What follows belongs to an exercise in optimizing a design on an open flow for small area; a production flow would make more cautious choices. Only simulation tests tie the RTL to the original design; equivalence was not proved. Power figures rest on the tool's default switching activity, not on a simulated workload.

$ cat design/flow/run.sh
#!/bin/bash
# synth_recipe.tcl (not shown) runs the flow's synth.tcl, then flattens the netlist and writes it again
# the make line also repeats each setting of config.mk as NAME=value (left out here)
make -C /OpenROAD-flow-scripts/flow DESIGN_CONFIG=/design/flow/config.mk WORK_HOME=/design/flow/orfs CLKGATE_MAP_FILE= SYNTH_SCRIPT=/design/flow/synth_recipe.tcl finish
$ cat design/flow/config.mk
export PLATFORM = sky130hd
export DESIGN_NAME = csma_ca_mac_controller
export DESIGN_NICKNAME = csma_ca_mac_controller
export VERILOG_FILES = /design/flow/design.v
export SDC_FILE = /design/flow/constraint.sdc
export NUM_CORES = 4
export LEC_CHECK = 0
export CAP_MARGIN = 20
export CORE_MARGIN = 2
export CORE_UTILIZATION = 40
export SLEW_MARGIN = 20
$ cat design/flow/constraint.sdc
create_clock -name core_clock -period 11.0 [get_ports {clk}]
set_input_delay 2.2000 -clock core_clock [delete_from_list [all_inputs] [get_ports {clk}]]
set_output_delay 2.2000 -clock core_clock [all_outputs]
set_load 0.01 [all_outputs]
$ cat design/flow/design.v
package csma_pkg;
  localparam int SUB_SLOTS_DEF = 90;
  localparam int KIND_W = 3;
  localparam int MED_W = 2;
  localparam int ADDR_W = 48;
  localparam int DRAW_W = 32;
  localparam int ACT_W = 4;
  localparam int MST_W = 3;
  localparam int CFG_IDX_W = 3;
  localparam int CFG_DATA_W = 16;
  localparam int TIME_W = 16;
  localparam int CW_W = 10;
  localparam int RETRY_W = 4;
  localparam int CW_FULL_W = 26;
  localparam int CW_TOP = 1021;
  localparam logic [KIND_W-1:0] K_TICK = 3'd0;
  localparam logic [KIND_W-1:0] K_FRAME = 3'd1;
  localparam logic [KIND_W-1:0] K_MEDIUM = 3'd2;
  localparam logic [KIND_W-1:0] K_RX_END = 3'd3;
  localparam logic [KIND_W-1:0] K_TX_DONE = 3'd4;
  localparam logic [MED_W-1:0] MED_IDLE = 2'd0;
  localparam logic [MED_W-1:0] MED_RECV = 2'd2;
  localparam logic [MST_W-1:0] M_IDLE = 3'd0;
  localparam logic [MST_W-1:0] M_DEFER = 3'd1;
  localparam logic [MST_W-1:0] M_DIFS = 3'd2;
  localparam logic [MST_W-1:0] M_BACKOFF = 3'd3;
  localparam logic [MST_W-1:0] M_TRANSMIT = 3'd4;
  localparam logic [MST_W-1:0] M_ACKWAIT = 3'd5;
  localparam logic [MST_W-1:0] M_RECEIVE = 3'd6;
  localparam logic [MST_W-1:0] M_SIFS = 3'd7;
  localparam logic [ACT_W-1:0] A_NONE = 4'd0;
  localparam logic [ACT_W-1:0] A_SEND_DATA = 4'd1;
  localparam logic [ACT_W-1:0] A_SEND_ACK = 4'd2;
  localparam logic [ACT_W-1:0] A_DELIVER = 4'd3;
  localparam logic [ACT_W-1:0] A_DROP_FCS = 4'd4;
  localparam logic [ACT_W-1:0] A_DROP_ADDR = 4'd5;
  localparam logic [ACT_W-1:0] A_TX_OK = 4'd6;
  localparam logic [ACT_W-1:0] A_TX_BCAST = 4'd7;
  localparam logic [ACT_W-1:0] A_GIVE_UP = 4'd8;
  localparam logic [ACT_W-1:0] A_RETRY = 4'd9;
  localparam logic [CFG_IDX_W-1:0] R_USE_ACK = 3'd0;
  localparam logic [CFG_IDX_W-1:0] R_DIFS = 3'd1;
  localparam logic [CFG_IDX_W-1:0] R_SIFS = 3'd2;
  localparam logic [CFG_IDX_W-1:0] R_ACK_TO = 3'd3;
  localparam logic [CFG_IDX_W-1:0] R_CW_MIN = 3'd4;
  localparam logic [CFG_IDX_W-1:0] R_CW_MAX = 3'd5;
  localparam logic [CFG_IDX_W-1:0] R_CW_MC = 3'd6;
  localparam logic [CFG_IDX_W-1:0] R_RETRY = 3'd7;
  typedef struct packed {
    logic capture;   
    logic eval;      
    logic load;      
    logic step;      
    logic commit;    
  } cmd_t;
  typedef struct packed {
    logic gen_needed;
    logic div_last;
    logic out_free;
  } status_t;
endpackage
module csma_ctrl (
  input  logic       clk,
  input  logic       rst,
  input  logic       take,    
  input  logic       run,     
  output logic [5:0] cnt
);
  always_ff @(posedge clk) begin
    if (rst || take) cnt <= '0;
    else if (run && !(cnt[5] && cnt[4])) cnt <= cnt + 6'd1;
  end
endmodule
module csma_dp #(
  parameter int SUB_SLOTS = csma_pkg::SUB_SLOTS_DEF
) (
  input  logic                             clk,
  input  logic                             rst,
  input  logic [5:0]                       cnt,
  output logic                             run,
  output logic                             take,
  input  logic                             cfg_valid,
  input  logic [csma_pkg::CFG_IDX_W-1:0]   cfg_index,
  input  logic [csma_pkg::CFG_DATA_W-1:0]  cfg_data,
  input  logic                             in_valid,
  input  logic [csma_pkg::KIND_W-1:0]      kind,
  input  logic [csma_pkg::MED_W-1:0]       medium_req,
  input  logic                             fcs_ok,
  input  logic                             for_us,
  input  logic                             frame_is_ack,
  input  logic                             dest_broadcast,
  input  logic                             dest_multicast,
  input  logic [csma_pkg::ADDR_W-1:0]      source_address,
  input  logic [csma_pkg::DRAW_W-1:0]      random_draw,
  input  logic                             out_ready,
  output logic [csma_pkg::ACT_W-1:0]       action,
  output logic [csma_pkg::MST_W-1:0]       mac_state,
  output logic [csma_pkg::ADDR_W-1:0]      ack_destination,
  output logic                             want_frame
);
  localparam logic [6:0] SUB_TOP = 7'(SUB_SLOTS - 1);
  logic                          use_ack;
  logic [csma_pkg::TIME_W-1:0]   difs_ticks, sifs_ticks, ack_timeout_ticks;
  logic [csma_pkg::CW_W-1:0]     cw_min, cw_max, cw_multicast;
  logic [csma_pkg::RETRY_W-1:0]  retry_limit;
  logic [csma_pkg::MST_W-1:0]    mst;
  logic                          held, hbc, hmc;
  logic                          bo_valid;
  logic [9:0]                    bo_slots;
  logic [6:0]                    bo_sub;
  logic [csma_pkg::TIME_W-1:0]   timer;
  logic [csma_pkg::RETRY_W-1:0]  retry;
  logic [csma_pkg::ADDR_W-1:0]   ack_addr;
  logic [csma_pkg::MST_W-1:0]    st;
  logic                          fl_held, fl_bc, fl_mc, bv;
  logic [csma_pkg::RETRY_W-1:0]  rc, grc;
  logic [csma_pkg::ACT_W-1:0]    act;
  logic                          sf, eb, gen, gmc, free_m, recv_m, tz, running;
  logic                          ld_difs, ld_sifs, ld_ack, ld_bo, ld_aa, slot_dec;
  logic [csma_pkg::TIME_W-1:0]   tdec;
  logic [9:0]                    slots_dec;
  assign running = (cnt != 6'd0);
  assign tz = (timer[csma_pkg::TIME_W-1:1] == '0) || running;
  assign tdec = (timer == '0) ? csma_pkg::TIME_W'(SUB_TOP) : timer - csma_pkg::TIME_W'(1);
  assign slots_dec = bo_slots - 10'd1;
  always_comb begin
    st = mst; fl_held = held; fl_bc = hbc; fl_mc = hmc; bv = bo_valid; rc = retry;
    act = csma_pkg::A_NONE;
    sf = 1'b0; eb = 1'b0; gen = 1'b0; gmc = 1'b0; grc = retry;
    ld_difs = 1'b0; ld_sifs = 1'b0; ld_ack = 1'b0; ld_bo = 1'b0; ld_aa = 1'b0;
    slot_dec = 1'b0;
    free_m = (medium_req == csma_pkg::MED_IDLE);
    recv_m = (medium_req == csma_pkg::MED_RECV);
    if (kind == csma_pkg::K_FRAME) begin
      if (!fl_held) begin
        fl_held = 1'b1; fl_bc = dest_broadcast; fl_mc = dest_multicast;
        bv = 1'b0; rc = '0;
        if (st == csma_pkg::M_IDLE) sf = 1'b1;
      end
    end else begin
      case (st)
        csma_pkg::M_DEFER: begin
          if (kind == csma_pkg::K_MEDIUM) begin
            if (free_m) sf = 1'b1;
            else if (recv_m) st = csma_pkg::M_RECEIVE;
          end
        end
        csma_pkg::M_DIFS: begin
          if (kind == csma_pkg::K_TICK) begin
            if (tz) eb = 1'b1;
          end else if (kind == csma_pkg::K_MEDIUM) begin
            if (recv_m) st = csma_pkg::M_RECEIVE;
            else if (!free_m) st = csma_pkg::M_DEFER;
          end
        end
        csma_pkg::M_BACKOFF: begin
          if (kind == csma_pkg::K_TICK) begin
            slot_dec = (timer == '0);
            if (((timer == '0) ? (bo_slots == 10'd1) : (bo_slots == 10'd0)) &&
                (tdec[6:0] == bo_sub || bo_sub == SUB_TOP)) begin
              bv = 1'b0;
              st = csma_pkg::M_TRANSMIT;
              act = csma_pkg::A_SEND_DATA;
            end
          end else if (kind == csma_pkg::K_MEDIUM && !free_m) begin
            st = recv_m ? csma_pkg::M_RECEIVE : csma_pkg::M_DEFER;
          end
        end
        csma_pkg::M_TRANSMIT: begin
          if (kind == csma_pkg::K_TX_DONE) begin
            if (fl_bc) begin
              fl_held = 1'b0; fl_bc = 1'b0; fl_mc = 1'b0; bv = 1'b0; rc = '0;
              st = csma_pkg::M_IDLE; act = csma_pkg::A_TX_BCAST;
            end else if (!use_ack) begin
              fl_held = 1'b0; fl_bc = 1'b0; fl_mc = 1'b0; bv = 1'b0; rc = '0;
              st = csma_pkg::M_IDLE; act = csma_pkg::A_TX_OK;
            end else begin
              ld_ack = 1'b1;
              st = csma_pkg::M_ACKWAIT;
            end
          end
        end
        csma_pkg::M_ACKWAIT: begin
          if (kind == csma_pkg::K_RX_END) begin
            if (fcs_ok && for_us && frame_is_ack) begin
              fl_held = 1'b0; fl_bc = 1'b0; fl_mc = 1'b0; bv = 1'b0; rc = '0;
              st = csma_pkg::M_IDLE; act = csma_pkg::A_TX_OK;
            end
          end else if (kind == csma_pkg::K_TICK) begin
            if (tz) begin
              st = csma_pkg::M_IDLE;
              if (rc >= retry_limit) begin
                fl_held = 1'b0; fl_bc = 1'b0; fl_mc = 1'b0; bv = 1'b0; rc = '0;
                act = csma_pkg::A_GIVE_UP;
              end else begin
                rc = rc + csma_pkg::RETRY_W'(1);
                gen = 1'b1; gmc = fl_bc | fl_mc; grc = rc;
                bv = 1'b1;
                act = csma_pkg::A_RETRY;
              end
            end
          end
        end
        csma_pkg::M_RECEIVE: begin
          if (kind == csma_pkg::K_RX_END) begin
            st = csma_pkg::M_IDLE;
            if (!fcs_ok) act = csma_pkg::A_DROP_FCS;
            else if (frame_is_ack) act = csma_pkg::A_NONE;
            else if (dest_broadcast) act = csma_pkg::A_DELIVER;
            else if (for_us) begin
              act = csma_pkg::A_DELIVER;
              if (use_ack) begin
                ld_aa = 1'b1;
                ld_sifs = 1'b1;
                st = csma_pkg::M_SIFS;
              end
            end else act = csma_pkg::A_DROP_ADDR;
          end
        end
        csma_pkg::M_SIFS: begin
          if (kind == csma_pkg::K_TICK) begin
            if (tz) begin
              st = csma_pkg::M_IDLE;
              act = csma_pkg::A_SEND_ACK;
            end
          end
        end
        default: ;
      endcase
    end
    if (!sf && st == csma_pkg::M_IDLE) begin
      if (recv_m) st = csma_pkg::M_RECEIVE;
      else if (fl_held) sf = 1'b1;
    end
    if (sf) begin
      if (!free_m) st = csma_pkg::M_DEFER;
      else if (use_ack) begin
        ld_difs = 1'b1;
        st = csma_pkg::M_DIFS;
      end else eb = 1'b1;
    end
    if (eb) begin
      if (!bv) begin
        gen = 1'b1; gmc = fl_bc | fl_mc; grc = rc;
        bv = 1'b1;
      end
      ld_difs = 1'b0;
      ld_bo = 1'b1;
      st = csma_pkg::M_BACKOFF;
    end
  end
  assign run = in_valid && gen && !rst;
  assign take = in_valid && out_ready && !rst && (!gen || (cnt[5] && cnt[4]));
  assign action = act;
  assign mac_state = st;
  assign ack_destination = (act == csma_pkg::A_SEND_ACK) ? ack_addr : '0;
  assign want_frame = (st == csma_pkg::M_IDLE) && !fl_held;
  logic        ph_load, ph_win, ph_div, win_it;
  logic [10:0] z;
  logic [9:0]  cw, cw_eff;
  logic [3:0]  it_n;
  assign ph_load = (cnt == 6'd0);
  assign ph_win  = (cnt[5:4] == 2'b00) && !ph_load;
  assign ph_div  = (cnt[5] ^ cnt[4]);
  assign it_n    = cnt[3:0] - 4'd1;
  assign win_it  = ph_win && !gmc && (it_n <= grc);
  assign z       = timer[10:0];
  assign cw      = z[10:1];
  assign cw_eff  = (cw[9:1] == 9'd0) ? 10'd2 : cw;
  logic [6:0]  s1;
  logic [7:0]  v;
  logic        b, h, e, ge;
  logic [10:0] q1;
  logic [11:0] diff;
  logic [9:0]  q_step;
  logic [6:0]  s_step;
  always_comb begin
    b = random_draw[{cnt[4], ~cnt[3:0]}];
    v = {bo_sub, !b};
    h = (v < 8'(SUB_SLOTS));
    s1 = h ? v[6:0] : 7'(v - 8'(SUB_SLOTS));
    q1 = {bo_slots, h};
    e = (s1 == SUB_TOP);
    diff = {1'b0, q1} + 12'd2 - {2'b0, cw_eff} - {11'd0, e};
    ge = !diff[11];
    q_step = ge ? diff[9:0] : q1[9:0];
    s_step = ge ? (e ? 7'd0 : s1 + 7'd1) : s1;
  end
  always_ff @(posedge clk) begin
    if (rst) begin
      use_ack <= 1'b1;
      difs_ticks <= '0; sifs_ticks <= '0; ack_timeout_ticks <= '0;
      cw_min <= csma_pkg::CW_W'(31); cw_max <= csma_pkg::CW_W'(1023);
      cw_multicast <= csma_pkg::CW_W'(31); retry_limit <= csma_pkg::RETRY_W'(7);
    end else if (cfg_valid) begin
      unique case (cfg_index)
        csma_pkg::R_USE_ACK: use_ack <= cfg_data[0];
        csma_pkg::R_DIFS:    difs_ticks <= cfg_data;
        csma_pkg::R_SIFS:    sifs_ticks <= cfg_data;
        csma_pkg::R_ACK_TO:  ack_timeout_ticks <= cfg_data;
        csma_pkg::R_CW_MIN:  cw_min <= cfg_data[csma_pkg::CW_W-1:0];
        csma_pkg::R_CW_MAX:  cw_max <= cfg_data[csma_pkg::CW_W-1:0];
        csma_pkg::R_CW_MC:   cw_multicast <= cfg_data[csma_pkg::CW_W-1:0];
        csma_pkg::R_RETRY:   retry_limit <= cfg_data[csma_pkg::RETRY_W-1:0];
        default: ;
      endcase
    end
  end
  always_ff @(posedge clk) begin
    if (rst) begin
      mst <= csma_pkg::M_IDLE; held <= 1'b0; bo_valid <= 1'b0;
    end else if (take) begin
      mst <= st; held <= fl_held; bo_valid <= bv;
    end
  end
  always_ff @(posedge clk) begin
    if (take) begin
      hbc <= fl_bc; hmc <= fl_mc; retry <= rc;
      if (ld_aa) ack_addr <= source_address;
    end
    if (take) begin
      if (ld_difs) timer <= difs_ticks;
      else if (ld_sifs) timer <= sifs_ticks;
      else if (ld_ack) timer <= ack_timeout_ticks;
      else if (ld_bo) timer <= csma_pkg::TIME_W'(SUB_TOP);
      else if (kind == csma_pkg::K_TICK) timer <= tdec;
    end else if (run && ph_load) begin
      timer <= gmc ? {5'd0, cw_multicast, 1'b1} : {6'd0, cw_min};
    end else if (run && win_it) begin
      timer <= {5'd0, (z > {1'b0, cw_max}) ? cw_max : z[9:0], 1'b1};
    end
    if (run && ph_load) begin
      bo_slots <= 10'd0; bo_sub <= SUB_TOP;
    end else if (run && ph_div) begin
      bo_slots <= q_step; bo_sub <= s_step;
    end else if (take && slot_dec) begin
      bo_slots <= slots_dec;
    end
  end
endmodule
module csma_ca_mac_controller #(
  parameter int SUB_SLOTS = csma_pkg::SUB_SLOTS_DEF
) (
  input  logic                             clk,
  input  logic                             rst,
  input  logic                             in_valid,
  output logic                             in_ready,
  input  logic [csma_pkg::KIND_W-1:0]      kind,
  input  logic [csma_pkg::MED_W-1:0]       medium_req,
  input  logic                             fcs_ok,
  input  logic                             for_us,
  input  logic                             frame_is_ack,
  input  logic                             dest_broadcast,
  input  logic                             dest_multicast,
  input  logic [csma_pkg::ADDR_W-1:0]      source_address,
  input  logic [csma_pkg::DRAW_W-1:0]      random_draw,
  output logic                             out_valid,
  input  logic                             out_ready,
  output logic [csma_pkg::ACT_W-1:0]       action,
  output logic [csma_pkg::MST_W-1:0]       mac_state,
  output logic [csma_pkg::ADDR_W-1:0]      ack_destination,
  output logic                             want_frame,
  input  logic                             cfg_valid,
  output logic                             cfg_ready,
  input  logic [csma_pkg::CFG_IDX_W-1:0]   cfg_index,
  input  logic [csma_pkg::CFG_DATA_W-1:0]  cfg_data
);
  logic [5:0] cnt;
  logic       run, take;
  assign cfg_ready = 1'b1;
  assign in_ready = take;
  assign out_valid = take;
  csma_ctrl u_ctrl (
    .clk  (clk),
    .rst  (rst),
    .take (take),
    .run  (run),
    .cnt  (cnt)
  );
  csma_dp #(.SUB_SLOTS(SUB_SLOTS)) u_dp (
    .clk             (clk),
    .rst             (rst),
    .cnt             (cnt),
    .run             (run),
    .take            (take),
    .cfg_valid       (cfg_valid),
    .cfg_index       (cfg_index),
    .cfg_data        (cfg_data),
    .in_valid        (in_valid),
    .kind            (kind),
    .medium_req      (medium_req),
    .fcs_ok          (fcs_ok),
    .for_us          (for_us),
    .frame_is_ack    (frame_is_ack),
    .dest_broadcast  (dest_broadcast),
    .dest_multicast  (dest_multicast),
    .source_address  (source_address),
    .random_draw     (random_draw),
    .out_ready       (out_ready),
    .action          (action),
    .mac_state       (mac_state),
    .ack_destination (ack_destination),
    .want_frame      (want_frame)
  );
endmodule
==> summary.txt, run 1 <==
Critical path
  – Worst EP required: 8800 ps
  – Crit. Startpoint: kind[0]
  – Kind of critical path: input port to output pin
  – Worst path slowest cell: nor4b_1
  – WP buf/inv: 2
  – CP max stage delay: 820 ps
  – Crit-path max FO: 16
  – Family with the most delay on the worst path: simple AND/OR/NAND/NOR gates
  – R2R Path End: u_dp.timer[6]
  – CP dominant cell by count: clkdlybuf4s50_1
  – R2R depth: 21
  – Cells along the critical path: clkdlybuf4s50_1 > or3_1 > nor4b_1 > nor2_1 > a2111oi_4 > a21oi_1 > nor2_2 > o21bai_1 > nor4_1 > clkdlybuf4s50_1
  – Reg2reg start: u_dp.timer[0]
  – Critical Path Stages: 10
  – Critical Path End Type: output pin
  – Worst endpoint data arrival time: 6570 ps
  – Internal reg-to-reg setup slack: 4390 ps
  – Setup crit start kind: input port

Clock network
  – CTS max path bufs: 2
  – Clock latency (worst-skew pair): 440 ps
  – Quantity of gates resized following cts: 0
  – CTS Hold Bufs: 0
  – Total CTS buffers: 17
  – Postcts setup bufs: 0
  – Clock H-tree levels: 4
  – TritonCTS clock tree: done
  – Clk pin slew, worst setup/hold paths: 80 ps
  – Number of clock sinks: 181
  – Clock Tree Root: clkbuf_16

Hold path
  – Hold Path Class: register to register
  – WHS Endpoint: u_dp.sifs_ticks[2]
  – Critical hold path startpoint: u_dp.sifs_ticks[2]
  – Hold Path Cell Cnt: 2

Die
  – Initial Util: 0.409
  – Core area: 27,000 um2
  – Die width: 170 um
  – DIE HEIGHT: 170 um
  – Io pins: 173
  – Die area: 29,000 um2
  – FP Rows: 60

Route
  – DR DRC count: 0
  – Initial DRT Pass Iterations: 5
  – First DRT Iteration DRCs: 705
  – Vias/cell: 5.54
  – Via count: 9,590
  – Detailed Route WL: 32,000 um
  – DRT antenna net count: 0
  – Routed len/inst: 18.5 um

STA
  – Clock skew: 18.7 ps
  – Least-Margin Pin Slew: 1100 ps
  – PnR worst setup slack: 2230 ps
  – TNS Setup: 0 ps
  – Final setup fails: 0
  – Highest clock rate: 114 MHz
  – Fin. Hold Viols: 0
  – Crit path time final: 8770 ps
  – RSZ-0062 raised after global routing: no
  – Final Cycle Share: 0.797
  – Max-slew violations: 0
  – Slew headroom: 0.260

Logic synthesis
  – EDFF count, synth: 70
  – Post-synth ARST share: 0
  – Syn avg cell area: 8.83 um2
  – Yosys top cell area share: 0.201
  – Synth top area cells: dfxtp_1 20%, edfxtp_1 19%, ha_1 6.4%
  – Flops & latches, synth: 181
  – Cell with the most instances after synthesis: nand2_1
  – Syn Std Cell Area: 11,100 um2
  – Cell variety after synth: 77
  – Synth area leader: dfxtp_1
  – Syn_nets: 1,427
  – Sequential share of the synthesized area: 0.391
  – Mapped Cells: 1,253
  – Commonest cells post-synth: 168 x nand2_1, 111 x dfxtp_1, 107 x nor2_1, 94 x a21oi_1, 70 x edfxtp_1
  – Yosys Warn Count: 2
  – Primary FF master, synth: dfxtp_1

Global routing
  – Grt ovf: 0
  – M3 GR Usage: 0.0326
  – Number of global-route vias before repair: 9,123
  – Top Usage Layer GRT: met2
  – Global-route wire length before repair: 50,100 um
  – Pin count of the biggest net entering global routing: 90
  – Initial antenna violation count: 0
  – Total GRT Usage: 0.220
  – Routing usage on met2: 0.362
  – Met1 Usage GRT: 0.303

Layout
  – Layout cells sized above 1: 0.0590
  – Finished Cell Area: 13,600 um2
  – Final Core Density: 0.502
  – Synth-to-Final Area Change: 22.7%
  – NumNets Final: 1,552
  – Diode count: 0

Pwr
  – Static Leak: 5.04 nW
  – Worst VDD drop: 78.5 uV
  – Pwr Density: 111 nW/um2

Place
  – GP Congestion: 0.900
  – # port buffers: 171
  – Placement Cell Area: 13,000 um2
  – Final HPWL DP: 23,300 um
  – Pre-CTS setup slack: 1960 ps

Job
  – Max Cap Viol: 0

Outcome
  – Status: complete, no violations
==> layout by cell type, fill, tap and decap left out, types with 9 or more instances in the layout <==
cell type,n
nand2_1,168
mux2i_1,24
a211o_1,28
o21ai_0,38
o211ai_1,14
dfxtp_1,111
xnor2_1,30
xor2_1,17
buf_4,11
nand4_1,10
a211oi_1,29
nand2b_1,13
edfxtp_1,70
nor3_1,19
clkdlybuf4s50_1,170
nor4_1,9
o31ai_1,9
o21a_1,9
ha_1,57
inv_1,65
mux4_2,10
and2_1,52
nor2_1,101
nand3_1,19
clkbuf_16,17
nor2b_1,33
a21oi_1,94
==> final cells by class <==
type	count	area (um2)
Inverter	66	248
Sequential cell	181	4320
Multi-Input combinational cell	930	6200
Clock buffer	17	425
Fill cell	2575	13500
Clock inverter	15	165
Tap cell	341	427
Timing Repair Buffer	182	1790
==> metrics by stage <==
step	total power [W]	hold WS (ps)	instances
2_1_floorplan	0.000816	433	1253
3_3_place_gp	0.000890	443	1700
5_1_grt	0.00156	479	1732
3_5_place_dp	0.000893	447	1700
6_report	0.00150	458	1732
4_1_cts	0.00152	458	1732
==> registers in the layout (all words and copies together), names as in the netlist, 4 cells and up <==
register                count
u_dp.bo_sub                 7
u_dp.bo_slots              10
u_dp.cw_max                10
u_dp.sifs_ticks            16
u_dp.retry                  4
u_dp.retry_limit            4
u_ctrl.cnt                  6
u_dp.difs_ticks            16
u_dp.ack_timeout_ticks     16
u_dp.ack_addr              48
u_dp.cw_multicast          10
u_dp.timer                 16
u_dp.cw_min                10
==> layer usage <==
layer	vias up	wire length, um
met5	-	0
met4	0	386
met3	28	1860
met2	282	15100
met1	4564	14600
li1	4716	-
==> worst min-delay path, stage by stage, from the launching register on <==
cell     delay (ps)
dfxtp_1         310
nand2_1          50
a21oi_1          50
==> where the power goes <==
| part | total (W) | switching [W] | internal, W |
|---|---|---|---|
| registers | 0.000717 | 0.0000108 | 0.000706 |
| clock network | 0.000626 | 0.000303 | 0.000323 |
| logic | 0.000162 | 0.0000802 | 0.0000816 |
| total | 0.00150 | 0.000394 | 0.00111 |
==> worst max-delay path by stage <==
| stage | endpoint | slack, ps |
|---|---|---|
| after floorplan | out_valid | 3990 |
| after global placement | want_frame | 2170 |
| after detailed placement | want_frame | 1960 |
| after CTS | want_frame | 1940 |
| after global routing | want_frame | 1910 |
| final | want_frame | 2230 |
==> cell families after synthesis <==
logic type | after synthesis | synth area share
AO/OA/AOI/OAI | 298 | 0.185
XOR/XNOR | 48 | 0.0393
adder cells (fa/ha/maj) | 60 | 0.0699
buffers and inverters | 142 | 0.0521
flip-flops | 181 | 0.391
multiplexers | 36 | 0.0441
other | 1 | 0.000339
AND/OR/NAND/NOR | 487 | 0.218
==> inputs of run 2 (changes only) <==
==> design/flow/flow/run.sh (new file) <==
#!/bin/bash
# Layout flow: the standard synthesis, then the combinational logic between the
# registers re-mapped by ABC for area (registers, their names and cells kept), then
# the standard layout with the ports buffered by the smallest buffer.
set -euo pipefail
W=$(pwd)
F=$W/flow
R=$W/orfs/results/${FLOW_PLATFORM}/csma_ca_mac_controller/base
LIB=$FLOW_HOME/platforms/${FLOW_PLATFORM}/lib/sky130_fd_sc_hd__tt_025C_1v80.lib

bash standard.sh synth > $W/std_synth.log 2>&1

SEQ=$(python3 $F/seqcells.py $LIB)
DU=$(sed -n '/DONT_USE_CELLS += /,/^#/p' $FLOW_HOME/platforms/${FLOW_PLATFORM}/config.mk \
      | grep -o "sky130_fd_sc_hd__[a-z0-9_]*" | sed 's/^/-dont_use /' | tr '\n' ' ')
cp $R/1_2_yosys.v $W/std_1_2_yosys.v
sed -e "s#@SEQ@#$SEQ#; s#@NET@#$W/std_1_2_yosys.v#; s#@TOP@#$FLOW_TOP#; \
        s#@SCRIPT@#$F/area.abc#; s#@LIB@#$LIB#g; s#@DONTUSE@#$DU#; s#@STAT@#$W/remap_stat.txt#; \
        s#@OUT@#$W/remap.v#" $F/remap.ys.in > $W/remap.ys
yosys -s $W/remap.ys > $W/remap.log 2>&1
cp $W/remap.v $R/1_2_yosys.v
touch $R/1_2_yosys.v

bash standard.sh "BUFFER_PORTS_ARGS=-buffer_cell sky130_fd_sc_hd__buf_1" finish > $W/std_layout.log 2>&1
==> design/flow/flow/area.abc (new file) <==
strash
dc2
dc2
dch -f
amap
topo
==> design/flow/flow/remap.ys.in (new file) <==
read_liberty -ignore_miss_func @LIB@
blackbox @SEQ@
read_verilog @NET@
hierarchy -top @TOP@
flatten
hierarchy -top @TOP@
opt -purge
techmap
opt -fast -purge
abc -script @SCRIPT@ -liberty @LIB@ @DONTUSE@
opt_clean -purge
hilomap -singleton -hicell sky130_fd_sc_hd__conb_1 HI -locell sky130_fd_sc_hd__conb_1 LO
insbuf -buf sky130_fd_sc_hd__buf_1 A X
splitnets
opt_clean -purge
tee -o @STAT@ stat -liberty @LIB@
write_verilog -noattr -nohex -nodec @OUT@
==> design/flow/flow/seqcells.py (new file) <==
#!/usr/bin/env python3
"""Print the names of a liberty file's cells that hold state (ff, latch or statetable groups)."""
import re, sys
txt = open(sys.argv[1]).read()
names = []
for m in re.finditer(r'\n\s*cell\s*\(\s*"?(\w+)"?\s*\)\s*\{', txt):
    start = m.end(); depth = 1; j = start
    while depth:
        c = txt[j]
        if c == '{': depth += 1
        elif c == '}': depth -= 1
        j += 1
    if re.search(r'\b(ff|latch|ff_bank|latch_bank|statetable)\s*\(', txt[start:j - 1]):
        names.append(m.group(1))
print(' '.join(names))
==> design/flow/standard.sh (new file) <==
#!/bin/bash
# synth_recipe.tcl (not shown) runs the flow's synth.tcl, then flattens the netlist and writes it again
# the make line also repeats each setting of config.mk as NAME=value (left out here)
make -C /OpenROAD-flow-scripts/flow DESIGN_CONFIG=/design/flow/config.mk WORK_HOME=/design/flow/orfs CLKGATE_MAP_FILE= SYNTH_SCRIPT=/design/flow/synth_recipe.tcl "${@:-finish}"
--- a/design/flow/config.mk
+++ b/design/flow/config.mk
@@ -7,5 +7,7 @@
 export LEC_CHECK = 0
 export CAP_MARGIN = 20
 export CORE_MARGIN = 2
-export CORE_UTILIZATION = 40
+export CORE_UTILIZATION = 70
+export CTS_BUF_LIST = sky130_fd_sc_hd__clkbuf_8
+export CTS_CLUSTER_SIZE = 30
 export SLEW_MARGIN = 20
removed: design/flow/run.sh
==> run 2 against run 1 <==
Net effect:
- still clean on timing, DRC and antenna
- clock power fell by 26%
- die area shrank 51%
- sequential share of layout area rose by 8.9 points
- final cell count down 14%
- worst hold slack better by 8.2 ps
- count of clock-buffer cells in the layout up 2
- via count rose by 1.7%
- setup slack better by 130 ps
- critical path type unchanged
- critical endpoint is now out_valid
- largest power group unchanged
==> summary.txt, run 2 <==
Clock network
  – Quantity of gates resized following cts: 0 (unchanged)
  – Clk pin slew, worst setup/hold paths: 100 ps (was 80 ps)
  – Clock latency (worst-skew pair): 490 ps (was 440 ps)
  – CTS Hold Bufs: 0 (unchanged)
  – Postcts setup bufs: 0 (unchanged)
  – Number of clock sinks: 181 (unchanged)
  – Clock Tree Root: clkbuf_8 (was clkbuf_16)
  – Clock H-tree levels: 4 (unchanged)
  – CTS max path bufs: 2 (unchanged)
  – Total CTS buffers: 17 (unchanged)
  – TritonCTS clock tree: done (unchanged)

STA
  – Max-slew violations: 0 (unchanged)
  – Slew headroom: 0.294 (was 0.260)
  – RSZ-0062 raised after global routing: no (unchanged)
  – Final Cycle Share: 0.785 (was 0.797)
  – Final setup fails: 0 (unchanged)
  – Least-Margin Pin Slew: 1050 ps (was 1100 ps)
  – TNS Setup: 0 ps (unchanged)
  – Highest clock rate: 116 MHz (was 114 MHz)
  – Clock skew: 18.3 ps (was 18.7 ps)
  – Worst hold slack: 466 ps (was 458 ps)
  – Crit path time final: 8630 ps (was 8770 ps)
  – Fin. Hold Viols: 0 (unchanged)

Die
  – Die width: 119 um (was 170 um)
  – Core area: 12,800 um2 (was 27,000 um2)
  – Initial Util: 0.723 (was 0.409)
  – Io pins: 173 (unchanged)
  – DIE HEIGHT: 119 um (was 170 um)
  – Die area: 14,100 um2 (was 29,000 um2)
  – FP Rows: 41 (was 60)

Global routing
  – Pin count of the biggest net entering global routing: 70 (was 90)
  – Global-route wire length before repair: 43,900 um (was 50,100 um)
  – Initial antenna violation count: 0 (unchanged)
  – Grt ovf: 0 (unchanged)
  – Number of global-route vias before repair: 9,035 (was 9,123)
  – Total GRT Usage: 0.387 (was 0.220)

Place
  – # port buffers: 171 (unchanged)
  – GP Congestion: 1.01 (was 0.900)
  – Placement Cell Area: 10,200 um2 (was 13,000 um2)
  – Final HPWL DP: 19,400 um (was 23,300 um)
  – Placed Cells incl. Taps: 1,455 (was 1,700)

Logic synthesis
  – Syn avg cell area: 8.38 um2 (was 8.83 um2)
  – Mapped Cells: 1,102 (was 1,253)
  – Syn Std Cell Area: 9240 um2 (was 11,100 um2)
  – Syn_nets: 1,216 (was 1,427)
  – Yosys Warn Count: 2 (unchanged)

Route
  – DR DRC count: 0 (unchanged)
  – Via count: 9,756 (was 9,590)
  – First DRT Iteration DRCs: 1,320 (was 705)
  – Initial DRT Pass Iterations: 6 (was 5)
  – Routed len/inst: 18.5 um (about the same)
  – Vias/cell: 6.56 (was 5.54)
  – DRT antenna net count: 0 (unchanged)
  – Detailed Route WL: 27,500 um (was 32,000 um)

Critical path
  – Setup crit start kind: input port (unchanged)
  – WP buf/inv: 6 (was 2)
  – Crit. Startpoint: kind[1] (was kind[0])
  – Reg2reg start: u_dp.timer[10] (was u_dp.timer[0])
  – Family with the most delay on the worst path: simple AND/OR/NAND/NOR gates (unchanged)
  – CP dominant cell by count: nor2_1 (was clkdlybuf4s50_1)
  – Cells along the critical path: buf_1 > nand3_1 > clkinv_1 > nand3_1 > nor3_1 > clkinv_1 > nor2_1 > clkinv_1 > nand2_1 > a2111oi_0 > nand3_1 > nor2_1 > nor2_1 > nor2_1 > clkinv_1 > o21ai_0 > nor2b_1 > nor2_1 > a21oi_1 > nor2_2 > buf_1 (was clkdlybuf4s50_1 > or3_1 > nor4b_1 > nor2_1 > a2111oi_4 > a21oi_1 > nor2_2 > o21bai_1 > nor4_1 > clkdlybuf4s50_1)
  – Critical Path End Type: output pin (unchanged)
  – Worst path slowest cell: nor2_2 (was nor4b_1)
  – Worst endpoint data arrival time: 6430 ps (was 6570 ps)
  – CP max stage delay: 740 ps (was 820 ps)
  – Kind of critical path: input port to output pin (unchanged)
  – Worst EP required: 8800 ps (about the same)
  – Crit-path max FO: 17 (was 16)

Layout
  – NumNets Final: 1,416 (was 1,552)
  – Leading cell types in the layout, fill and taps excluded: 189 x nor2_1, 170 x buf_1, 126 x clkinv_1, 111 x dfxtp_1, 94 x o21ai_0 (was 170 x clkdlybuf4s50_1, 168 x nand2_1, 111 x dfxtp_1, 101 x nor2_1, 94 x a21oi_1)
  – Most common cell after layout, fill and taps aside: nor2_1 (was clkdlybuf4s50_1)
  – Layout cells sized above 1: 0.0380 (was 0.0590)
  – Non-Filler Instances: 1,487 (was 1,732)
  – Synth-to-Final Area Change: 14.8% (was 22.7%)
  – Largest register FFs: 48 (unchanged)
  – Biggest register: u_dp.ack_addr (unchanged)
  – Finished Cell Area: 10,600 um2 (was 13,600 um2)
  – Final Core Density: 0.830 (was 0.502)
  – Diode count: 0 (unchanged)

Hold path
  – Hold Path Class: register to register (unchanged)
  – Critical hold path startpoint: u_dp.ack_timeout_ticks[15] (was u_dp.sifs_ticks[2])

Pwr
  – Worst VDD drop: 107 uV (was 78.5 uV)
  – Pwr Density: 126 nW/um2 (was 111 nW/um2)
  – Static Leak: 3.47 nW (was 5.04 nW)

Job
  – Max Cap Viol: 0 (unchanged)

Outcome
  – Status: complete, no violations (unchanged)
[run 2: final timing paths]
check                           slack [ps]  depth (start not counted)                         end
worst max-delay path                  2370                         21                   out_valid
worst min register to register         470                          2  u_dp.ack_timeout_ticks[15]
worst min-delay path                   470                          2  u_dp.ack_timeout_ticks[15]
worst max register to register        3400                         27           u_dp.ack_addr[13]
[run 2: worst reg2reg max path, cell delays in order, from the launching register on]
cell and delay, ps:
edfxtp_1 560, or3_1 400, or4_1 500, nor3_1 530, nand2_1 280, clkinv_1 140, nor2_1 60, nor2_1 100
a21oi_1 50, nor4_1 280, a32oi_1 180, nand4b_1 330, nor2_1 220, nor4b_1 110, nand2_1 120, nor2_1 50
nor2_1 80, nor2_1 60, clkinv_1 60, o21ai_0 130, nor2b_1 190, nor2_1 200, a21oi_1 110, nor2_2 740
buf_4 360, clkinv_1 590, nor2_4 230, buf_4 520
[run 2: area by class of cell]
cell class / count / area, um2
Tap cell: 172 / 215
Sequential cell: 181 / 4320
Fill cell: 852 / 2170
Timing Repair Buffer: 183 / 733
Multi-Input combinational cell: 793 / 4460
Clock buffer: 19 / 262
Inverter: 126 / 473
Clock inverter: 13 / 141
[run 2: layer usage]
metal  up-vias  share of wire  global-route usage
met1      4492           0.38               0.496
met4         0          0.032               0.158
met3       122           0.11              0.0958
li1       4501              -                   -
met5         -              0                   0
met2       641           0.47               0.628
[run 2: power breakdown]
part	switching, W	total, W	leakage [nW]	internal (W)
logic	0.0000999	0.000156	1.72	0.0000561
registers	0.0000137	0.000724	1.53	0.000710
clock network	0.000262	0.000461	0.210	0.000199
[run 2: stage by stage]
step	power, W	setup WS [ps]
global route	0.00138	2010
floorplan	0.000830	2290
detailed placement	0.000886	2650
finish	0.00134	2370
global placement	0.000881	2840
CTS	0.00133	2560
==> inputs of run 3 (changes only) <==
--- a/design/flow/flow/remap.ys.in
+++ b/design/flow/flow/remap.ys.in
@@ -10,7 +10,7 @@
 abc -script @SCRIPT@ -liberty @LIB@ @DONTUSE@
 opt_clean -purge
 hilomap -singleton -hicell sky130_fd_sc_hd__conb_1 HI -locell sky130_fd_sc_hd__conb_1 LO
-insbuf -buf sky130_fd_sc_hd__buf_1 A X
+insbuf -buf sky130_fd_sc_hd__buf_4 A X
 splitnets
 opt_clean -purge
 tee -o @STAT@ stat -liberty @LIB@
--- a/design/flow/config.mk
+++ b/design/flow/config.mk
@@ -7,7 +7,5 @@
 export LEC_CHECK = 0
 export CAP_MARGIN = 20
 export CORE_MARGIN = 2
-export CORE_UTILIZATION = 70
-export CTS_BUF_LIST = sky130_fd_sc_hd__clkbuf_8
-export CTS_CLUSTER_SIZE = 30
+export CORE_UTILIZATION = 40
 export SLEW_MARGIN = 20
==> run 3 against run 2 <==
Net effect:
- still clean on timing, DRC and antenna
- sequential power about the same
- combinational power about the same
- non-clock buffer count increased by 7
- first-iteration DRC count down 42%
- total power up 15%
- register-to-register slack better by 100 ps
- clock skew down 1.5 ps
- die area grew 72%
- worst hold slack got worse by 22 ps
- routed wire length up 6.3%
- synthesized area is essentially flat
- critical path depth fell by 2
==> summary.txt, run 3 <==
STA
  – Clock skew: 16.8 ps (was 18.3 ps)
  – Slew headroom: 0.343 (was 0.294)
  – Least-Margin Pin Slew: 983 ps (was 1050 ps)
  – Fin. Hold Viols: 0 (unchanged)
  – Max-slew violations: 0 (unchanged)
  – Worst hold slack: 444 ps (was 466 ps)
  – Final setup fails: 0 (unchanged)
  – RSZ-0062 raised after global routing: no (unchanged)
  – Crit path time final: 8430 ps (was 8630 ps)
  – Highest clock rate: 119 MHz (was 116 MHz)
  – Final Cycle Share: 0.766 (was 0.785)
  – TNS Setup: 0 ps (unchanged)

Route
  – Detailed Route WL: 29,300 um (was 27,500 um)
  – Initial DRT Pass Iterations: 7 (was 6)
  – DR DRC count: 0 (unchanged)
  – Routed len/inst: 18.2 um (was 18.5 um)
  – Via count: 9,236 (was 9,756)
  – Vias/cell: 5.75 (was 6.56)
  – First DRT Iteration DRCs: 761 (was 1,320)
  – DRT antenna net count: 0 (unchanged)

Pwr
  – Power Total: 0.00154 W (was 0.00134 W)
  – Pwr Density: 139 nW/um2 (was 126 nW/um2)
  – Worst VDD drop: 116 uV (was 107 uV)
  – Static Leak: 3.60 nW (was 3.47 nW)

Die
  – Die width: 156 um (was 119 um)
  – FP Rows: 55 (was 41)
  – Initial Util: 0.408 (was 0.723)
  – DIE HEIGHT: 156 um (was 119 um)
  – Core area: 22,600 um2 (was 12,800 um2)
  – Die area: 24,300 um2 (was 14,100 um2)
  – Io pins: 173 (unchanged)

Critical path
  – Crit. Startpoint: kind[1] (unchanged)
  – Worst EP required: 8800 ps (about the same)
  – Worst path slowest cell: nor3_1 (was nor2_2)
  – Kind of critical path: input port to output pin (unchanged)
  – R2R depth: 27 (unchanged)
  – Crit-path max FO: 29 (was 17)
  – Setup crit start kind: input port (unchanged)
  – CP max stage delay: 560 ps (was 740 ps)
  – Reg2reg start: u_dp.timer[10] (unchanged)
  – Cells along the critical path: buf_1 > nor3_1 > o21ai_0 > clkinv_1 > nor2_1 > a31o_1 > nor4b_1 > nand2_1 > nor2_1 > nor2_1 > nor2_1 > clkinv_1 > o21ai_0 > nor2b_1 > nor2_1 > a21oi_1 > nor2_2 > buf_4 > buf_1 (was buf_1 > nand3_1 > clkinv_1 > nand3_1 > nor3_1 > clkinv_1 > nor2_1 > clkinv_1 > nand2_1 > a2111oi_0 > nand3_1 > nor2_1 > nor2_1 > nor2_1 > clkinv_1 > o21ai_0 > nor2b_1 > nor2_1 > a21oi_1 > nor2_2 > buf_1)
  – Critical Path End Type: output pin (unchanged)
  – Worst endpoint data arrival time: 6230 ps (was 6430 ps)
  – CP dominant cell by count: nor2_1 (unchanged)

Clock network
  – Clock Tree Root: clkbuf_16 (was clkbuf_8)
  – Clk pin slew, worst setup/hold paths: 80 ps (was 100 ps)
  – Clock H-tree levels: 4 (unchanged)
  – CTS max path bufs: 2 (unchanged)
  – Number of clock sinks: 181 (unchanged)
  – Quantity of gates resized following cts: 0 (unchanged)
  – Total CTS buffers: 17 (unchanged)
  – CTS Hold Bufs: 0 (unchanged)
  – TritonCTS clock tree: done (unchanged)
  – Postcts setup bufs: 0 (unchanged)
  – Clock latency (worst-skew pair): 460 ps (was 490 ps)

Global routing
  – Total GRT Usage: 0.240 (was 0.387)
  – Global-route wire length before repair: 46,100 um (was 43,900 um)
  – Initial antenna violation count: 0 (unchanged)
  – Grt ovf: 0 (unchanged)
  – Pin count of the biggest net entering global routing: 70 (unchanged)
  – Number of global-route vias before repair: 8,558 (was 9,035)

Logic synthesis
  – Syn Std Cell Area: 9250 um2 (was 9240 um2)
  – Syn_nets: 1,216 (unchanged)
  – Yosys Warn Count: 2 (unchanged)
  – Mapped Cells: 1,102 (unchanged)
  – Syn avg cell area: 8.39 um2 (was 8.38 um2)

Place
  – Placed Cells incl. Taps: 1,575 (was 1,455)
  – # port buffers: 171 (unchanged)
  – Final HPWL DP: 21,100 um (was 19,400 um)
  – GP Congestion: 0.903 (was 1.01)

Layout
  – Diode count: 0 (unchanged)
  – Most common cell after layout, fill and taps aside: nor2_1 (unchanged)
  – Layout cells sized above 1: 0.0424 (was 0.0380)
  – Biggest register: u_dp.ack_addr (unchanged)
  – NumNets Final: 1,423 (was 1,416)
  – Synth-to-Final Area Change: 19.3% (was 14.8%)
  – Non-Filler Instances: 1,607 (was 1,487)
  – Largest register FFs: 48 (unchanged)
  – Leading cell types in the layout, fill and taps excluded: 189 x nor2_1, 170 x buf_1, 126 x clkinv_1, 111 x dfxtp_1, 94 x o21ai_0 (unchanged)

Hold path
  – Hold Path Cell Cnt: 2 (unchanged)
  – Critical hold path startpoint: u_dp.cw_min[9] (was u_dp.ack_timeout_ticks[15])
  – Hold Path Class: register to register (unchanged)

Job
  – Max Cap Viol: 0 (unchanged)

Outcome
  – Status: complete, no violations (unchanged)
[run 3: changes by cell type in the layout (fill, tap and decap cells not counted), moves of 2 or more]
| cell | before | now |
|---|---|---|
| inv_4 | 2 | 0 |
| clkbuf_16 | 0 | 18 |
| clkinv_4 | 4 | 2 |
| clkbuf_8 | 19 | 0 |
| clkinv_8 | 1 | 5 |
| buf_4 | 12 | 19 |
| inv_12 | 0 | 3 |
[run 3: layer usage]
layer,track usage,wire [um],vias to the layer above,share of wire
met2,0.397,13800,278,0.47
li1,-,-,4544,-
met5,0,0,-,0
met4,0.0572,359,0,0.012
met3,0.0336,1580,33,0.054
met1,0.334,13500,4381,0.46
[run 3: final timing paths]
kind | to | slack (ps)
max | out_valid | 2570
min reg2reg | u_dp.cw_min[9] | 440
max reg2reg | u_dp.bo_sub[3] | 3500
min | u_dp.cw_min[9] | 440
[run 3: area by class of cell]
| type | instances | area, um2 |
|---|---|---|
| inverter | 126 | 473 |
| fill | 2257 | 11600 |
| sequential | 181 | 4320 |
| timing repair buffer | 190 | 786 |
| clock buffer | 18 | 450 |
| clock inverter | 14 | 190 |
| multi-input combinational | 793 | 4450 |
| tap | 285 | 357 |
[run 3: power breakdown]
part | switching (W) | internal [W]
logic | 0.0000978 | 0.0000571
clock network | 0.000331 | 0.000328
registers | 0.0000137 | 0.000710
total | 0.000443 | 0.00109
[run 3: critical path, delay by kind of cell]
family | cells | cell delay [ps]
compound gates | 4 | 1120
buf+inv | 5 | 880
simple gates | 10 | 2010
[run 3: per-stage QoR]
step                      utilization  instance area, um2  worst slack (ps)
after CTS                       0.487               11000              2770
final                           0.487               11000              2570
after global placement          0.459               10400              2900
after floorplan                     -                9250              2280
after detailed placement        0.459               10400              2770
after global routing            0.487               11000              2180
==> inputs of run 4 (changes only) <==
--- a/design/flow/config.mk
+++ b/design/flow/config.mk
@@ -7,5 +7,6 @@
 export LEC_CHECK = 0
 export CAP_MARGIN = 20
 export CORE_MARGIN = 2
-export CORE_UTILIZATION = 40
+export CORE_UTILIZATION = 55
+export CTS_BUF_LIST = sky130_fd_sc_hd__clkbuf_4 sky130_fd_sc_hd__clkbuf_8
 export SLEW_MARGIN = 20
==> run 4 against run 3 <==
Net effect:
- still clean on timing, DRC and antenna
- synthesized cell count unchanged
- clock skew grew 1.0 ps
- worst hold slack improved by 7.8 ps
- total power decreased by 12%
- critical endpoint is now want_frame
- largest cell class unchanged
==> summary.txt, run 4 <==
Logic synthesis
  – Syn avg cell area: 8.39 um2 (unchanged)
  – Syn_nets: 1,216 (unchanged)
  – Yosys Warn Count: 2 (unchanged)
  – Mapped Cells: 1,102 (unchanged)
  – Syn Std Cell Area: 9250 um2 (unchanged)

Die
  – Die width: 134 um (was 156 um)
  – FP Rows: 47 (was 55)
  – DIE HEIGHT: 134 um (was 156 um)
  – Initial Util: 0.560 (was 0.408)
  – Die area: 17,900 um2 (was 24,300 um2)
  – Core area: 16,500 um2 (was 22,600 um2)
  – Io pins: 173 (unchanged)

Layout
  – Leading cell types in the layout, fill and taps excluded: 189 x nor2_1, 170 x buf_1, 126 x clkinv_1, 111 x dfxtp_1, 94 x o21ai_0 (unchanged)
  – Synth-to-Final Area Change: 15.5% (was 19.3%)
  – Final Core Density: 0.646 (was 0.487)
  – Biggest register: u_dp.ack_addr (unchanged)
  – NumNets Final: 1,416 (was 1,423)
  – Most common cell after layout, fill and taps aside: nor2_1 (unchanged)
  – Diode count: 0 (unchanged)
  – Largest register FFs: 48 (unchanged)
  – Layout cells sized above 1: 0.0373 (was 0.0424)
  – # fillers: 1,489 (was 2,257)

Place
  – Final HPWL DP: 20,000 um (was 21,100 um)
  – GP Congestion: 0.922 (was 0.903)
  – # port buffers: 171 (unchanged)

STA
  – Slew headroom: 0.286 (was 0.343)
  – Fin. Hold Viols: 0 (unchanged)
  – Clock skew: 17.8 ps (was 16.8 ps)
  – Least-Margin Pin Slew: 1060 ps (was 983 ps)
  – Max-slew violations: 0 (unchanged)
  – Final Cycle Share: 0.753 (was 0.766)
  – RSZ-0062 raised after global routing: no (unchanged)
  – Final setup fails: 0 (unchanged)
  – Highest clock rate: 121 MHz (was 119 MHz)
  – Crit path time final: 8290 ps (was 8430 ps)
  – TNS Setup: 0 ps (unchanged)

Route
  – Vias/cell: 6.00 (was 5.75)
  – DRT antenna net count: 0 (unchanged)
  – First DRT Iteration DRCs: 646 (was 761)
  – Detailed Route WL: 26,700 um (was 29,300 um)
  – DR DRC count: 0 (unchanged)
  – Routed len/inst: 17.4 um (was 18.2 um)
  – Initial DRT Pass Iterations: 6 (was 7)
  – Via count: 9,207 (was 9,236)

Global routing
  – Grt ovf: 0 (unchanged)
  – Number of global-route vias before repair: 8,431 (was 8,558)
  – Global-route wire length before repair: 42,700 um (was 46,100 um)
  – Total GRT Usage: 0.301 (was 0.240)
  – Initial antenna violation count: 0 (unchanged)
  – Pin count of the biggest net entering global routing: 69 (was 70)

Pwr
  – Power Total: 0.00136 W (was 0.00154 W)
  – Switching Fraction: 0.279 (was 0.288)
  – Combinational share of power: 0.112 (was 0.101)
  – Psw: 0.000378 W (was 0.000443 W)
  – Worst VDD drop: 117 uV (was 116 uV)
  – Static Leak: 3.47 nW (was 3.60 nW)
  – Clock power frac: 0.355 (was 0.429)
  – Int Power: 0.000979 W (was 0.00109 W)
  – Pwr Density: 127 nW/um2 (was 139 nW/um2)
  – Seq pwr share: 0.533 (was 0.471)

Critical path
  – Setup crit start kind: register (was input port)
  – Worst EP required: 8800 ps (about the same)
  – Internal reg-to-reg setup slack: 3290 ps (was 3500 ps)
  – R2R depth: 27 (unchanged)
  – R2R Path End: u_dp.bo_sub[3] (unchanged)
  – Crit-path max FO: 10 (was 29)
  – Critical Path End Type: output pin (unchanged)
  – Worst endpoint data arrival time: 6090 ps (was 6230 ps)
  – Reg2reg start: u_dp.timer[10] (unchanged)
  – Kind of critical path: register to output pin (was input port to output pin)

Clock network
  – Postcts setup bufs: 0 (unchanged)
  – TritonCTS clock tree: done (unchanged)
  – CTS Hold Bufs: 0 (unchanged)
  – Clock H-tree levels: 4 (unchanged)
  – Number of clock sinks: 181 (unchanged)
  – Total CTS buffers: 17 (unchanged)
  – CTS max path bufs: 2 (unchanged)
  – Clock latency (worst-skew pair): 480 ps (was 460 ps)
  – Clk pin slew, worst setup/hold paths: 100 ps (was 80 ps)
  – Clock Tree Root: clkbuf_8 (was clkbuf_16)
  – Quantity of gates resized following cts: 0 (unchanged)

Job
  – Max Cap Viol: 0 (unchanged)

Outcome
  – Status: complete, no violations (unchanged)

Hold path
  – WHS Endpoint: u_dp.cw_min[9] (unchanged)
  – Hold Path Class: register to register (unchanged)
  – Hold Path Cell Cnt: 2 (unchanged)
  – Critical hold path startpoint: u_dp.cw_min[9] (unchanged)
-- run 4: cell type report --
type | instances | area, um2 | area share
clock buffer | 17 | 234 | 0.0219
clock inverter | 15 | 184 | 0.0172
inverter | 126 | 473 | 0.0443
multi-input combinational | 793 | 4450 | 0.417
sequential | 181 | 4320 | 0.405
tap | 220 | 275 | 0.0258
timing repair buffer | 183 | 733 | 0.0687
-- run 4: stage by stage --
stage               setup slack, ps  std cells  hold slack, ps  area, um2
finish                         2710       1535             452      10700
global route                   2380       1535             465      10700
CTS                            2830       1535             453      10700
detailed placement             2890       1503             438      10300
global placement               3020       1503             435      10300
floorplan                      2280       1102             417       9250
-- run 4: worst max-delay path by stage --
| stage | from | cells past startpoint | to | slack, ps |
|---|---|---|---|---|
| 2_1_floorplan | kind[2] | 22 | u_dp.ack_addr[0] | 2280 |
| 3_3_place_gp | kind[1] | 15 | want_frame | 3020 |
| 3_5_place_dp | kind[1] | 16 | want_frame | 2890 |
| 4_1_cts | u_dp.timer[10] | 21 | want_frame | 2830 |
| 5_1_grt | u_dp.timer[10] | 21 | want_frame | 2380 |
| 6_report | u_dp.timer[10] | 21 | want_frame | 2710 |
-- run 4: routing by layer --
metal	global-route usage	up-vias	part of all wire
met2	0.482	349	0.46
met3	0.0540	51	0.076
li1	-	4516	-
met5	0	-	0
met4	0.0845	0	0.022
met1	0.421	4291	0.45
-- run 4: power groups by stage --
stage,Clock (W),Sequential (W),Combinational [W]
2_1_floorplan,0,0.000734,0.0000961
3_3_place_gp,0,0.000738,0.000148
3_5_place_dp,0,0.000738,0.000149
4_1_cts,0.000487,0.000723,0.000150
5_1_grt,0.000515,0.000725,0.000170
6_report,0.000482,0.000723,0.000152
-- run 4: critical path, stage by stage, from the launching register on --
cell,delay (ps)
edfxtp_1,530
or3_1,400
or4_1,500
nor3_1,520
nand2_1,320
clkinv_1,140
nor2_1,70
a21oi_1,160
nor4_1,70
a32oi_1,290
nand4b_1,240
nor2_1,80
nor4b_1,410
nand2_1,120
nor2_1,110
nor2_1,50
nor2_1,170
clkinv_1,100
nor2_1,570
o21ai_0,300
nor4_1,270
buf_1,190
==> inputs of run 5 (changes only) <==
==> design/flow/flow/area.abc (replaced) <==
strash
dc2
dch -f
if -K 6 -a
mfs
strash
dch -f
amap
topo
--- a/design/flow/flow/remap.ys.in
+++ b/design/flow/flow/remap.ys.in
@@ -10,7 +10,7 @@
 abc -script @SCRIPT@ -liberty @LIB@ @DONTUSE@
 opt_clean -purge
 hilomap -singleton -hicell sky130_fd_sc_hd__conb_1 HI -locell sky130_fd_sc_hd__conb_1 LO
-insbuf -buf sky130_fd_sc_hd__buf_4 A X
+insbuf -buf sky130_fd_sc_hd__buf_1 A X
 splitnets
 opt_clean -purge
 tee -o @STAT@ stat -liberty @LIB@
==> run 5 against run 4 <==
Net effect:
- count of clock-buffer cells in the layout rose by 1
- sequential share of layout area rose by 0.13 points
- via count fell by 1.3%
- worst hold slack improved by 16 ps
- critical path depth rose by 6
==> summary.txt, run 5 <==
Die
  – Die width: 133 um (was 134 um)
  – Core area: 16,500 um2 (about the same)
  – Initial Util: 0.558 (was 0.560)
  – FP Rows: 47 (unchanged)
  – Die area: 17,800 um2 (was 17,900 um2)
  – DIE HEIGHT: 133 um (was 134 um)
  – Io pins: 173 (unchanged)

Critical path
  – R2R Path End: u_dp.timer[0] (was u_dp.bo_sub[3])
  – Critical Path End Type: output pin (unchanged)
  – Internal reg-to-reg setup slack: 2710 ps (was 3290 ps)
  – R2R depth: 29 (was 27)
  – Worst endpoint data arrival time: 6720 ps (was 6090 ps)
  – Worst EP required: 8800 ps (about the same)
  – Crit-path max FO: 29 (was 10)
  – Setup crit start kind: register (unchanged)
  – Kind of critical path: register to output pin (unchanged)
  – Reg2reg start: u_dp.timer[4] (was u_dp.timer[10])

Place
  – Final HPWL DP: 20,000 um (about the same)
  – Pre-CTS setup slack: 2090 ps (was 2890 ps)
  – GP Congestion: 0.942 (was 0.922)
  – # port buffers: 171 (unchanged)

Layout
  – Most common cell after layout, fill and taps aside: nor2_1 (unchanged)
  – NumNets Final: 1,395 (was 1,416)
  – Leading cell types in the layout, fill and taps excluded: 182 x nor2_1, 170 x buf_1, 131 x clkinv_1, 111 x dfxtp_1, 82 x o21ai_0 (was 189 x nor2_1, 170 x buf_1, 126 x clkinv_1, 111 x dfxtp_1, 94 x o21ai_0)
  – Diode count: 0 (unchanged)
  – Layout cells sized above 1: 0.0394 (was 0.0373)
  – Largest register FFs: 48 (unchanged)
  – Biggest register: u_dp.ack_addr (unchanged)
  – Final Core Density: 0.646 (about the same)
  – Synth-to-Final Area Change: 15.8% (was 15.5%)

STA
  – Fin. Hold Viols: 0 (unchanged)
  – Slew headroom: 0.384 (was 0.286)
  – Crit path time final: 8920 ps (was 8290 ps)
  – PnR worst setup slack: 2080 ps (was 2710 ps)
  – Clock skew: 21.0 ps (was 17.8 ps)
  – TNS Setup: 0 ps (unchanged)
  – RSZ-0062 raised after global routing: no (unchanged)
  – Worst hold slack: 468 ps (was 452 ps)
  – Final Cycle Share: 0.811 (was 0.753)
  – Least-Margin Pin Slew: 923 ps (was 1060 ps)
  – Highest clock rate: 112 MHz (was 121 MHz)
  – Final setup fails: 0 (unchanged)
  – Max-slew violations: 0 (unchanged)

Logic synthesis
  – Mapped Cells: 1,081 (was 1,102)
  – Syn avg cell area: 8.50 um2 (was 8.39 um2)
  – Yosys Warn Count: 2 (unchanged)
  – Syn_nets: 1,195 (was 1,216)
  – Syn Std Cell Area: 9190 um2 (was 9250 um2)

Hold path
  – Hold Path Cell Cnt: 2 (unchanged)
  – WHS Endpoint: u_dp.ack_timeout_ticks[15] (was u_dp.cw_min[9])
  – Hold Path Class: register to register (unchanged)
  – Critical hold path startpoint: u_dp.ack_timeout_ticks[15] (was u_dp.cw_min[9])

Global routing
  – Grt ovf: 0 (unchanged)
  – Number of global-route vias before repair: 8,320 (was 8,431)
  – Global-route wire length before repair: 42,400 um (was 42,700 um)
  – Initial antenna violation count: 0 (unchanged)
  – Pin count of the biggest net entering global routing: 70 (was 69)
  – Total GRT Usage: 0.301 (about the same)

Pwr
  – Pwr Density: 125 nW/um2 (was 127 nW/um2)
  – Worst VDD drop: 77.0 uV (was 117 uV)
  – Static Leak: 3.42 nW (was 3.47 nW)

Clock network
  – Total CTS buffers: 17 (unchanged)
  – Clock Tree Root: clkbuf_8 (unchanged)
  – Clock H-tree levels: 4 (unchanged)
  – Clock latency (worst-skew pair): 480 ps (about the same)
  – Clk pin slew, worst setup/hold paths: 100 ps (about the same)
  – Quantity of gates resized following cts: 0 (unchanged)
  – CTS Hold Bufs: 0 (unchanged)
  – Postcts setup bufs: 0 (unchanged)
  – CTS max path bufs: 2 (unchanged)
  – TritonCTS clock tree: done (unchanged)
  – Number of clock sinks: 181 (unchanged)

Route
  – DR DRC count: 0 (unchanged)
  – Vias/cell: 6.00 (about the same)
  – Initial DRT Pass Iterations: 5 (was 6)
  – First DRT Iteration DRCs: 705 (was 646)
  – Via count: 9,090 (was 9,207)
  – DRT antenna net count: 0 (unchanged)
  – Detailed Route WL: 26,600 um (was 26,700 um)
  – Routed len/inst: 17.6 um (was 17.4 um)

Job
  – Max Cap Viol: 0 (unchanged)

Outcome
  – Status: complete, no violations (unchanged)
==> run 5: power by group <==
group / switching [W] / internal (W)
Sequential: 0.0000124 / 0.000709
Clock: 0.000272 / 0.000197
Combinational: 0.0000870 / 0.0000510
==> run 5: worst max path at each step <==
stage / startpoint / end / slack [ps] / cells after the start
global placement: kind[0] / in_ready / 2180 / 19
finish: u_dp.timer[4] / in_ready / 2080 / 27
floorplan: kind[0] / u_dp.ack_addr[0] / 2190 / 19
CTS: u_dp.timer[4] / in_ready / 1980 / 27
global route: u_dp.timer[9] / in_ready / 1420 / 27
detailed placement: kind[0] / in_ready / 2090 / 19
==> run 5: area by class of cell <==
| class | count | area [um2] |
|---|---|---|
| well taps | 220 | 275 |
| repair buffers | 183 | 733 |
| multi-input cells | 767 | 4400 |
| clock inverters | 14 | 168 |
| fillers | 1493 | 5820 |
| inverters | 131 | 492 |
| clock buffers | 18 | 248 |
| flip-flops and latches | 181 | 4320 |
==> run 5: through the flow <==
step | power, W | cells | cell area [um2]
4_1_cts | 0.00133 | 1514 | 10600
3_5_place_dp | 0.000872 | 1482 | 10200
6_report | 0.00133 | 1514 | 10600
3_3_place_gp | 0.000871 | 1482 | 10200
2_1_floorplan | 0.000819 | 1081 | 9190
5_1_grt | 0.00138 | 1514 | 10600
==> run 5: per-layer routing <==
layer / track usage / part of all wire / up-vias
met4: 0.100 / 0.028 / 0
met1: 0.408 / 0.44 / 4157
met2: 0.484 / 0.45 / 396
li1: - / - / 4475
met5: 0 / 0 / -
met3: 0.0647 / 0.077 / 62
==> run 5: critical path, cell delays in order, from the launching register on <==
cell and delay [ps]:
edfxtp_1 540, clkinv_1 150, nand2_1 90, nor2_1 140
nand4_1 150, or3_1 370, nor4_1 360, nor2b_1 250
nand2_1 210, o21ai_0 280, o22ai_1 130, a211oi_1 180
a22oi_1 100, a2111oi_1 810, o21ai_0 230, nand2b_1 220
nor2_1 100, nor2_1 40, nor2_1 150, clkinv_1 140
o21ai_0 250, clkinv_1 180, o21ai_0 350, clkinv_1 150
a21oi_1 210, nor2_2 60, buf_4 240, buf_1 180

## what the ideal ports hide
Ports are ideal in the flow. The routed layouts listed here were re-timed in OpenROAD.
Step 1 (the two cells are an assumption about what drives the block):
set clk [get_ports {clk}]
set_driving_cell -lib_cell sky130_fd_sc_hd__clkbuf_16 $clk
set_driving_cell -lib_cell sky130_fd_sc_hd__buf_2 [delete_from_list [all_inputs] $clk]
Step 2 adds t to the input delays and takes it off the output delays; t is the mean of the earliest and latest rising clock arrival at the registers after step 1. Input paths then give back, and output paths get back, about the clock's delay inside the block.
Three values: ideal ports, drivers, drivers and shift; two values: the first two.
| run | shift t [ns] | slack for setup (ns) | worst setup path after step 2 |
|---|---|---|---|
| run 1 | 0.479 | 2.234 / 2.211 / 2.211 | input to output |
| run 2 | 0.520 | 2.367 / 2.334 / 2.334 | input to output |
| run 3 | 0.490 | 2.575 / 2.534 / 2.534 | input to output |
| run 4 | 0.511 | 2.712 / 2.672 / 2.792 | input to output |
| run 5 | 0.510 | 2.083 / 2.042 / 2.094 | input to output |
After both steps every run listed still meets setup and hold. The setup slack of run 3, which loses most, moves by -0.041 ns with the drivers and by -0.041 ns with both steps.
